From an optimization exercise on the open Yosys and OpenROAD flow, aimed at small area, a short achievable clock period and few clock cycles; shortcuts taken in it are not production practice. The RTL was checked by simulation tests, not by an equivalence proof against the original design. Power figures rest on the tool's default switching activity, not on a simulated workload.

## rv_core
module rv_core #(
    parameter logic [rv_pkg::addr_w-1:0] reset_pc = '0
) (
    input  logic                      clk,
    input  logic                      rst_n,
    output logic [rv_pkg::addr_w-1:0] icache_addr,
    input  logic [31:0]               icache_rdata,
    input  logic                      icache_stall,
    output logic                      dcache_ren,
    output logic                      dcache_wen,
    output logic [rv_pkg::addr_w-1:0] dcache_addr,
    output logic [31:0]               dcache_wdata,
    input  logic [31:0]               dcache_rdata,
    input  logic                      dcache_stall
);
clock: 7.5 ns
lec_check: 0
cap_margin: 20
core_margin: 2
core_utilization: 50
cts_cluster_diameter: 100
cts_cluster_size: 25
place_density: 0.6
setup_slack_margin: 4.6
slew_margin: 20
standard.sh (not shown) runs the stock make flow with config.mk's settings and CLKGATE_MAP_FILE= SYNTH_SCRIPT=/design/flow/synth_recipe.tcl, a recipe that flattens the netlist after the stock synthesis.
==> flow/flow/run.sh <==
#!/bin/bash
# standard layout, with the port buffers and timing repair free to pick any
# buffer and drive strength (not only the same cell footprint)
set -euo pipefail
bash standard.sh MATCH_CELL_FOOTPRINT=0 "BUFFER_PORTS_ARGS=-buffer_cell sky130_fd_sc_hd__buf_2" finish > make_finish.log 2>&1
Testbench counts at the start, summed over its fixed seeds: cycles 14,420.
Next try:
--- a/flow/design.v
+++ b/flow/design.v
@@ -25,18 +25,16 @@
 module rv_regfile (
     input  logic        clk,
     input  logic        rst_n,
     input  logic        we,
     input  logic [4:0]  wa,
     input  logic [31:0] wd,
     input  logic [4:0]  n_ra,       
     input  logic [4:0]  n_rb,
-    input  logic        n_xa,       
-    input  logic        n_xb,
     output logic [31:0] qa,
     output logic [31:0] qb
 );
     logic [31:0] regs [1:31];
     logic [31:1] vld;
     logic [31:1] wdec;
     logic [31:1] sa, sb;
     always_comb begin
@@ -51,18 +49,18 @@
     end
     always_ff @(posedge clk) begin
         for (int i = 1; i < 32; i++) begin
             if (wdec[i]) regs[i] <= wd;
         end
     end
     always_ff @(posedge clk) begin
         for (int i = 1; i < 32; i++) begin
-            sa[i] <= n_ra == 5'(i) && (vld[i] || wdec[i]) && !n_xa;
-            sb[i] <= n_rb == 5'(i) && (vld[i] || wdec[i]) && !n_xb;
+            sa[i] <= n_ra == 5'(i) && (vld[i] || wdec[i]);
+            sb[i] <= n_rb == 5'(i) && (vld[i] || wdec[i]);
         end
     end
     always_comb begin
         qa = '0;
         qb = '0;
         for (int i = 1; i < 32; i++) begin
             qa = qa | ({32{sa[i]}} & regs[i]);
             qb = qb | ({32{sb[i]}} & regs[i]);
@@ -166,38 +164,30 @@
     assign f_r    = f_op == rv_pkg::op_r_type;
     assign f_use1 = f_r || f_op == rv_pkg::op_i_type || f_op == rv_pkg::op_load ||
                     f_op == rv_pkg::op_store;
     always_ff @(posedge clk) begin
         d_lu <= !lu && is_ld && rd != 5'd0 &&
                 ((f_use1 && f_ins[19:15] == rd) || (f_r && f_ins[24:20] == rd));
     end
     assign lu = d_lu && d_v;
-    logic [4:0] n_ra, n_rb;
-    logic       fa_n, fb_n, ba_n, bb_n;
-    assign n_ra = lu ? rs1 : f_ins[19:15];
-    assign n_rb = lu ? rs2 : f_ins[24:20];
-    assign fa_n = !lu && wr && rd == f_ins[19:15];
-    assign fb_n = !lu && wr && rd == f_ins[24:20];
-    assign ba_n = e_wr && e_rd == n_ra;
-    assign bb_n = e_wr && e_rd == n_rb;
     rv_regfile u_regfile (
         .clk, .rst_n, .we(m_wr), .wa(m_rd), .wd(m_res),
-        .n_ra(n_ra), .n_rb(n_rb), .n_xa(fa_n || ba_n), .n_xb(fb_n || bb_n),
+        .n_ra(lu ? rs1 : f_ins[19:15]), .n_rb(lu ? rs2 : f_ins[24:20]),
         .qa(rf_a), .qb(rf_b)
     );
     logic d_fa, d_fb, d_ba, d_bb;
     always_ff @(posedge clk) begin
-        d_fa <= fa_n;
-        d_fb <= fb_n;
-        d_ba <= ba_n && !fa_n;
-        d_bb <= bb_n && !fb_n;
-    end
-    assign qa = rf_a | ({32{d_ba}} & m_res);
-    assign qb = rf_b | ({32{d_bb}} & m_res);
+        d_fa <= !lu && wr && rd == f_ins[19:15];
+        d_fb <= !lu && wr && rd == f_ins[24:20];
+        d_ba <= e_wr && e_rd == (lu ? rs1 : f_ins[19:15]);
+        d_bb <= e_wr && e_rd == (lu ? rs2 : f_ins[24:20]);
+    end
+    assign qa = d_ba ? m_res : rf_a;
+    assign qb = d_bb ? m_res : rf_b;
     assign fa = d_fa;
     assign fb = d_fb && is_r;
     always_ff @(posedge clk or negedge rst_n) begin
         if (!rst_n) begin
             e_v  <= 1'b0;
             e_wr <= 1'b0;
             e_ld <= 1'b0;
             e_st <= 1'b0;
@@ -205,20 +195,20 @@
             e_v  <= d_v   && !lu && !m_hold;
             e_wr <= wr    && !lu && !m_hold;
             e_ld <= is_ld && !lu && !m_hold;
             e_st <= is_st && !lu && !m_hold;
         end
     end
     always_ff @(posedge clk) begin
         e_rd     <= rd;
-        e_a      <= ({32{fa}} & alu) | qa;
+        e_a      <= fa ? alu : qa;
         e_bx     <= ({32{fb && !sub}} & alu) | ({32{fb && sub}} & ~alu)
-                  | ({32{!d_fb && is_r && !sub}} & qb) | ({32{!d_fb && is_r && sub}} & ~qb)
-                  | ({32{!is_r}} & ({{20{imm[11]}}, imm} ^ {32{sub}}));
+                  | ({32{!fb && is_r && !sub}} & qb) | ({32{!fb && is_r && sub}} & ~qb)
+                  | ({32{!fb && !is_r}} & ({{20{imm[11]}}, imm} ^ {32{sub}}));
         e_sd     <= qb;
         e_sr1    <= (is_i && f3 == 3'b001) ? 4'b0 : 4'b1 << d_ins[21:20];
         e_sl1    <= (is_i && f3 == 3'b001) ? 4'b1 << d_ins[21:20] : 4'b0;
         e_sh4    <= 8'b1 << d_ins[24:22];
         e_fsd    <= d_fb;
         c_add    <= is_ld || is_st || ((is_r || is_i) && f3 == 3'b000);
         c_sub    <= sub;
         c_slt    <= (is_r || is_i) && f3 == 3'b010;
Result: Clock power goes up by 5.5%. Cell count goes up by 4.0%. Wire length goes down by 0.56%. Global-route usage goes down by 0.41 points. Hold slack gets better by 6.4 ps. Maximum frequency goes down by 4.0%. Sequential power goes down by about 0.5%. Flip-flop and latch count does not change.
Testbench counts after the change, summed over its fixed seeds: cycles 14,420.

[port drivers added, routing unchanged]
No port has a modelled driver above. Below, the same layouts with a new extraction and two added sets of constraints.
Step 1 (the two cells are an assumption about what drives the block):
set clk [get_ports {clk}]
set_driving_cell -lib_cell sky130_fd_sc_hd__clkbuf_16 $clk
set_driving_cell -lib_cell sky130_fd_sc_hd__buf_2 [delete_from_list [all_inputs] $clk]
Step 2 also shifts input and output timing later by t, the mid clock arrival at the registers, as if the neighbouring blocks saw the same clock.
Slacks: no drivers / after step 1 / after step 2; pairs: no drivers / after step 1.
| run | shift t [ns] | setup WS [ns] | hold slack, ns | worst register clock-pin slew, ns | worst data-port slew with drivers (ns) |
|---|---|---|---|---|---|
| the first run | 0.832 | 4.508 / 4.453 / 3.899 | 0.462 / 0.462 / 0.462 | 0.12 / 0.12 | 0.07 |
| the second run | 0.757 | 4.383 / 4.383 / 3.934 | 0.468 / 0.468 / 0.468 | 0.11 / 0.11 | 0.08 |
After both steps setup and hold are still met in every run listed. For the first run, which loses most, drivers alone change the setup slack by -0.055 ns; drivers and shift together by -0.609 ns.
